This is an optimization exercise on Yosys and OpenROAD, whose aim is small area, a short achievable clock period and few clock cycles per item, not a production implementation. RTL that was checked went through simulation tests only; none was proved equivalent to the original. Power and IR drop assume default switching activity.

// edge_top
module edge_top (
  input  logic       clk,
  input  logic       rst_n,
  input  logic       edge_en,
  input  logic       in_valid,
  input  logic       in_sof,
  input  logic [7:0] in_r,
  input  logic [7:0] in_g,
  input  logic [7:0] in_b,
  output logic       in_ready,
  output logic       out_valid,
  output logic       out_sof,
  output logic [7:0] out_r,
  output logic [7:0] out_g,
  output logic [7:0] out_b,
  input  logic       out_ready
);
For scale: about 1700 cells after synthesis, ~57 I/O pins, about 0.022 mm^2 of cells after synthesis.
clock: 4.5 ns
lec_check: 0
abc_area: 1
cap_margin: 20
core_margin: 2
core_utilization: 60
cts_cluster_diameter: 100
cts_cluster_size: 32
setup_slack_margin: 2.4
slew_margin: 20
run.sh (not shown) runs the stock make flow with config.mk's settings and CLKGATE_MAP_FILE= SYNTH_SCRIPT=/design/flow/synth_recipe.tcl, a recipe that flattens the netlist after the stock synthesis.
The starting point went through all stages and came out clean.
Rerun with:
CORE_UTILIZATION = 65   (was 60)
Effect: First-iteration DRC count came out higher by about 26%; setup slack barely changes; worst hold slack gets better by 0.022 ns.
Rerun with:
CORE_UTILIZATION = 60   (was 65)
SETUP_SLACK_MARGIN = 2.5   (was 2.4)
Outcome: Via count went down by 0.68%. Die area went up by 8.2%. Total power is higher by 0.79%. Clock-buffer cell count rises by 2.
Rerun with:
SETUP_SLACK_MARGIN = 2.3   (was 2.5)
Outcome: Count of clock-buffer cells in the layout climbs by 1. Hold slack got worse by 0.016 ns. Non-clock buffer count drops by 32. Final cell count drops by 1.2%. Power barely changes. Register-to-register slack is about the same.
Function was not checked in any run of this note: the RTL went through the layout flow alone.

========
edge_top, a different RTL version from the one above (not shown whole).
export LEC_CHECK = 0
export ABC_AREA = 1
export CAP_MARGIN = 10
export CORE_MARGIN = 2
export CORE_UTILIZATION = 60
export CTS_CLUSTER_DIAMETER = 100
export CTS_CLUSTER_SIZE = 32
export SETUP_SLACK_MARGIN = 2.4
export SLEW_MARGIN = 10
create_clock -name core_clock -period 4.5 [get_ports {clk}]
The first run completed without violations.
Testbench counts at the start, summed over its fixed seeds: cycles 34,199, pixels 32,768.
Rerun with:
--- a/flow/config.mk
+++ b/flow/config.mk
@@ -6,6 +6,5 @@
 export NUM_CORES = 4
 export LEC_CHECK = 0
-export ABC_AREA = 1
-export CAP_MARGIN = 10
+export CAP_MARGIN = 20
 export CORE_MARGIN = 2
 export CORE_UTILIZATION = 60
@@ -13,3 +12,3 @@
 export CTS_CLUSTER_SIZE = 32
 export SETUP_SLACK_MARGIN = 2.4
-export SLEW_MARGIN = 10
+export SLEW_MARGIN = 20
After rerunning: Hold slack degrades by 10 ps. Worst setup slack degrades by 200 ps. Via count went down by 6.1%. Total power went down by 1.4%. Register-to-register slack degrades by 200 ps. Combinational power went down by about 4%. Clock skew went down by 4.8 ps.
Rerun with:
--- a/flow/config.mk
+++ b/flow/config.mk
@@ -6,4 +6,5 @@
 export NUM_CORES = 4
 export LEC_CHECK = 0
+export ABC_AREA = 1
 export CAP_MARGIN = 20
 export CORE_MARGIN = 2
@@ -13,2 +14,3 @@
 export SETUP_SLACK_MARGIN = 2.4
 export SLEW_MARGIN = 20
+export TNS_END_PERCENT = 30
Die area went up by 0.74%.
Final cell count increases by 7.5%.
First-iteration DRC count is higher by 40%.
Total power rises by 0.92%.
Worst setup slack is better by 130 ps.
Rerun with:
--- a/flow/config.mk
+++ b/flow/config.mk
@@ -6,11 +6,7 @@
 export NUM_CORES = 4
 export LEC_CHECK = 0
-export ABC_AREA = 1
 export CAP_MARGIN = 20
 export CORE_MARGIN = 2
 export CORE_UTILIZATION = 60
-export CTS_CLUSTER_DIAMETER = 100
-export CTS_CLUSTER_SIZE = 32
 export SETUP_SLACK_MARGIN = 2.4
 export SLEW_MARGIN = 20
-export TNS_END_PERCENT = 30
After rerunning:
- via count goes down by 1.4%
- power goes up by 25%
- worst hold slack is better by 11 ps
- first-iteration DRC count goes down by 30%
- sequential share of layout area goes down by 5.0 points
- worst setup slack is worse by 95 ps
Rerun with:
--- a/flow/config.mk
+++ b/flow/config.mk
@@ -6,7 +6,10 @@
 export NUM_CORES = 4
 export LEC_CHECK = 0
+export ABC_AREA = 1
 export CAP_MARGIN = 20
 export CORE_MARGIN = 2
 export CORE_UTILIZATION = 60
+export CTS_CLUSTER_DIAMETER = 80
+export CTS_CLUSTER_SIZE = 24
 export SETUP_SLACK_MARGIN = 2.4
 export SLEW_MARGIN = 20
After rerunning:
- The new run finished with timing, DRC and antenna clean
- area after synthesis climbs by about 0.75%
- die area climbs by about 0.7%
- worst setup slack improved by 180 ps
Rerun with:
--- a/flow/config.mk
+++ b/flow/config.mk
@@ -10,6 +10,7 @@
 export CORE_MARGIN = 2
 export CORE_UTILIZATION = 60
-export CTS_CLUSTER_DIAMETER = 80
-export CTS_CLUSTER_SIZE = 24
+export CTS_CLUSTER_DIAMETER = 100
+export CTS_CLUSTER_SIZE = 32
+export GPL_TIMING_DRIVEN = 0
 export SETUP_SLACK_MARGIN = 2.4
 export SLEW_MARGIN = 20
Effect:
- The new run completed with no timing, DRC or antenna violations
- clock skew went up by 10 ps
- final cell count hardly moves
- routed wire length went up slightly
- total power went down by a few percent
- non-clock buffer count went up by 21

========
Another version of the RTL of edge_top (not shown whole).
Size: about 1500 cells after synthesis, ~26000 um^2 of cells after synthesis.
clock: 4.5 ns
lec_check: 0
cap_margin: 20
core_margin: 2
core_utilization: 40
setup_slack_margin: 2.4
slew_margin: 20
==> next run, changes <==
Settings changed: SETUP_SLACK_MARGIN 2.4 to not set.
Effect:
- core utilization drops by 3.6 points
- sequential cell count does not change
- die area is unchanged
- routed wire length is lower by roughly a tenth
- sequential power stays flat
- register-to-register slack loses 0.78 ns
- design area went down by a little under a tenth
- first-iteration DRC count rose by well over a third
==> next run, changes <==
Settings changed: CORE_UTILIZATION 40 to 60, SETUP_SLACK_MARGIN set to 2.4.
Outcome:
- The changed run completed without violations
- non-clock buffer count went up by 120
- combinational power increases by 35%
- sequential power is about the same
- area after synthesis does not change
- total power goes up by about 1.5%
- worst hold slack gets better by 0.017 ns
- final area goes up by about 5.4%
- global-route usage grows by 6.7 points
No functional check of the RTL was part of any run of this note.

========
Setup of job 7553:
edge_top with an RTL version that a note above also has.
For scale: ~1700 cells after synthesis, ~740 flip-flops, about 22000 µm² of cells after synthesis.
==> flow/config.mk <==
export PLATFORM = sky130hd
export DESIGN_NAME = edge_top
export DESIGN_NICKNAME = edge_top
export VERILOG_FILES = /design/flow/design.v
export SDC_FILE = /design/flow/constraint.sdc
export NUM_CORES = 4
export LEC_CHECK = 0
export ABC_AREA = 1
export CAP_MARGIN = 20
export CORE_MARGIN = 2
export CORE_UTILIZATION = 60
export CTS_CLUSTER_DIAMETER = 80
export CTS_CLUSTER_SIZE = 24
export SETUP_SLACK_MARGIN = 2.4
export SLEW_MARGIN = 20
==> flow/constraint.sdc <==
create_clock -name core_clock -period 4.5 [get_ports {clk}]
set_input_delay 0.9000 -clock core_clock [delete_from_list [all_inputs] [get_ports {clk}]]
set_output_delay 0.9000 -clock core_clock [all_outputs]
set_load 0.01 [all_outputs]
Job 7553: flow completed, timing, DRC and antenna clean
What job 3450 does differently from job 7553 at the input level:
Settings: CTS_CLUSTER_DIAMETER now 100, was 80; CTS_CLUSTER_SIZE now 30, was 24.
Results
- The higher global-route wire length before repair of job 7553 and job 3450 is in job 7553.
- Job 3450 against job 7553: total power consumption of the routed design shrank by 620 µW; summed area of non-filler cells in the final layout shows a reduction of 1.3%.
- Share of power burned in combinational logic was higher in the run labelled job 3450.
- Job 3450 ends up with lower global-route usage than job 7553 does.
- The run with more setup slack is job 7553; job 3450 has less.
- Of the two candidates, job 7553 has the better post-route minimum period and job 3450 the worse one.
- Relative to job 7553, total vias in the final route decreased by about 1.1% in job 3450.
- Compared to job 7553, the routing of job 3450 uses less wire.
- Comparing layout buffer count excluding clock buffers for job 7553 and job 3450, the bigger number came from job 7553.
- Cmp job 7553 and job 3450 / clock slew seen by the registers of the worst setup and hold paths / lower: job 7553
Setup changes, job 3450 to job 1934
Settings: changing CTS_CLUSTER_SIZE from 30 to 28; changing CORE_UTILIZATION from 60 to 55; changing CTS_CLUSTER_DIAMETER from 100 to 90.
Results
- Cell depth of the worst flop-to-flop path: job 1934 lower than job 3450
- [compare] base=job 3450 new=job 1934: starting DRC count in detailed routing fell by 82, power after layout rose by about 1.2%.
- Lower clock-buffer cell count among job 3450 and job 1934: job 1934
- | clock slew seen by the registers of the worst setup and hold paths | job 3450 vs job 1934 | ≈ equal |
- out_g[7]$_DFFE_PP_ as the capture point of the worst path was reported by job 1934, and out_r[7]$_DFFE_PP_ by job 3450.
- [job 1934] area of all placed cells without fillers rose about 0.6% relative to job 3450
- The die area number comes out higher for job 1934 vs job 3450.
- Combinational group share of total power across job 3450 and job 1934: no real change.
- Diff job 3450 and job 1934: clock period minus final worst setup slack lower in job 1934
No run of this note included a check of the RTL's function; only the layout flow was run.

========
build 89:
Another version of the RTL of edge_top (not shown whole).
Size in the first run: about 1500 cells after synthesis, ~740 flip-flops, about 57 I/O pins, roughly 0.027 mm^2 of cells after synthesis.
export LEC_CHECK = 0
export CAP_MARGIN = 20
export CORE_MARGIN = 2
export CORE_UTILIZATION = 70
export CTS_BUF_LIST = sky130_fd_sc_hd__clkbuf_8
export CTS_CLUSTER_SIZE = 14
export SETUP_SLACK_MARGIN = 2.4
export SLEW_MARGIN = 20
create_clock -name core_clock -period 4.5 [get_ports {clk}]
Build 89 ended with every stage complete and zero timing, DRC or antenna violations.
Testbench counts of build 89, summed over its fixed seeds: cycles 34,199, pixels 32,768.
Edits applied to the flow inputs when going from build 89 to build 96:
- CORE_UTILIZATION: 70 -> 60
- For count of fill cells added during filler insertion, dividing the value from build 96 by the value from build 89 gives 1.6.
- Per the comparison of build 96 with build 89, global routing met2 resource utilization went down by 7.5 points; share of the core filled with cells now smaller; cts-stage hold buffer count barely changed; post-layout minimum cycle time now smaller.
- Build 96 vs build 89, power share of the combinational group went down by 0.2 points.
- Build 96 against build 89: final routed wire length divided by cell count moved down, design area went up 2.0%, clock power went up about 4%, flip-flop and latch power comparable, flop and latch count out of synthesis stayed essentially flat.
Relative to build 96, the following input files were edited for build 36:
- CTS_CLUSTER_SIZE no longer set, was 14
- CTS_BUF_LIST no longer set, was sky130_fd_sc_hd__clkbuf_8
==> comparison <==
Clock buffer and inverter area fraction after layout in build 36 is 0.78 points higher than in build 96. Of build 96 and build 36, the lower count of clock-buffer cells in the layout belongs to build 36. | non-clock buffer contribution to total cell area | build 36 vs build 96 | ≈ equal |. Build 96 and build 36 ended up with roughly the same post-route minimum period. A worst setup path category of reg -> reg is what build 36 shows, while reg -> out belongs to build 96. [compare] base=build 96 new=build 36: number of diodes shows a reduction of 1, signed area change from the synthesized netlist to the final layout shows an increase of 0.99 points, cell area shows an increase of about 0.8%, worst slew margin relative to its limit shows an increase of 1.2 points. Build 36 vs. build 96: final cell count without fillers down 79, number of instances resized during post-cts repair rose by 12.
Edits applied to the flow inputs when going from build 36 to build 61:
- CTS_CLUSTER_SIZE newly set to 20
- CTS_BUF_LIST newly set to sky130_fd_sc_hd__clkbuf_8
Notes after the runs:
In build 61 the final-stage net count turned out 35 higher than in build 36. Sequential share of layout area: higher on build 61. Sequential power essentially unchanged between build 36 and build 61. Final cell utilization of the core sits lower in build 61 than in build 36. Status: total area of sequential cells parity (build 61, build 36). Compared with build 36, build 61 shows count of clock-buffer cells in the layout that has gone up by more than a quarter. Summary of build 61 over build 36: hold slack saw little to no change, via count saw an increase, met3 track demand over resource in global routing saw an increase, routed wire length saw a decrease, area of the die saw little to no change.
Changes in build 66 relative to build 61:
- CTS_CLUSTER_DIAMETER: unset -> 80
- CTS_BUF_LIST: sky130_fd_sc_hd__clkbuf_8 -> unset
- CTS_CLUSTER_SIZE: 20 -> 24
==> notes.md <==
- [build 66] count of buffers added by post-CTS timing repair for setup rose 1 relative to build 61
- Taking build 61 as the reference, in build 66 footprint of the multi-input gates now smaller, total number of cells along the worst setup path now larger, final worst-path cycle share now larger, highest clock frequency the design can meet now smaller, fraction of power consumed by sequential logic now larger.

## port drivers added, routing unchanged
No port has a modelled driver above. Below, the same layouts with a new extraction and two added sets of constraints. Step 1 sets driving cells, clkbuf_16 on the clock port and buf_2 on the other inputs (assumed; they add their load-dependent delay and slew). Step 2 times the ports against the registers' clock, not the clock port: input delays grow and output delays shrink by t, the midpoint of the rising clock arrivals with the driver on. Slacks: ideal / step 1 / step 2; pairs: ideal / step 1.
| run | t, ns | setup slack, ns | pins driven straight from the clock port |
|---|---|---|---|
| the first run of note 1 | 0.640 | 2.370 / 2.317 / 1.863 | 1 |
| the second run of note 1 | 0.646 | 2.367 / 2.367 / 1.874 | 1 |
| the third run of note 1 | 0.653 | 2.347 / 2.347 / 1.913 | 1 |
| the fourth run of note 1 | 0.639 | 2.338 / 2.293 / 1.795 | 1 |
| the first run of note 2 | 0.659 | 2.404 / 2.347 / 1.838 | 1 |
| the second run of note 2 | 0.641 | 2.207 / 2.207 / 1.841 | 1 |
| the third run of note 2 | 0.639 | 2.339 / 2.339 / 1.750 | 1 |
| the fourth run of note 2 | 0.633 | 2.244 / 2.244 / 1.843 | 1 |
| the fifth run of note 2 | 0.623 | 2.421 / 2.398 / 1.878 | 1 |
| the sixth run of note 2 | 0.653 | 2.384 / 2.329 / 1.848 | 1 |
| the first run of note 3 | 0.672 | 2.038 / 2.038 / 1.680 | 1 |
| the second run of note 3 | 0.669 | 1.254 / 1.254 / 1.254 | 1 |
| the third run of note 3 | 0.665 | 2.045 / 2.045 / 1.718 | 1 |
| job 7553 | 0.608 | 2.393 / 2.393 / 1.864 | 1 |
| job 3450 | 0.635 | 2.388 / 2.344 / 1.853 | 1 |
| job 1934 | 0.653 | 2.397 / 2.359 / 1.842 | 1 |
| build 89 | 0.711 | 2.320 / 2.320 / 1.743 | 1 |
| build 96 | 0.745 | 2.340 / 2.287 / 1.681 | 1 |
| build 36 | 0.654 | 2.343 / 2.343 / 1.792 | 1 |
| build 61 | 0.740 | 2.315 / 2.290 / 1.686 | 1 |
| build 66 | 0.628 | 2.255 / 2.255 / 1.792 | 1 |
After both steps setup and hold are still met in every run listed. For build 96, which loses most, drivers alone change the setup slack by -0.053 ns; drivers and shift together by -0.659 ns.
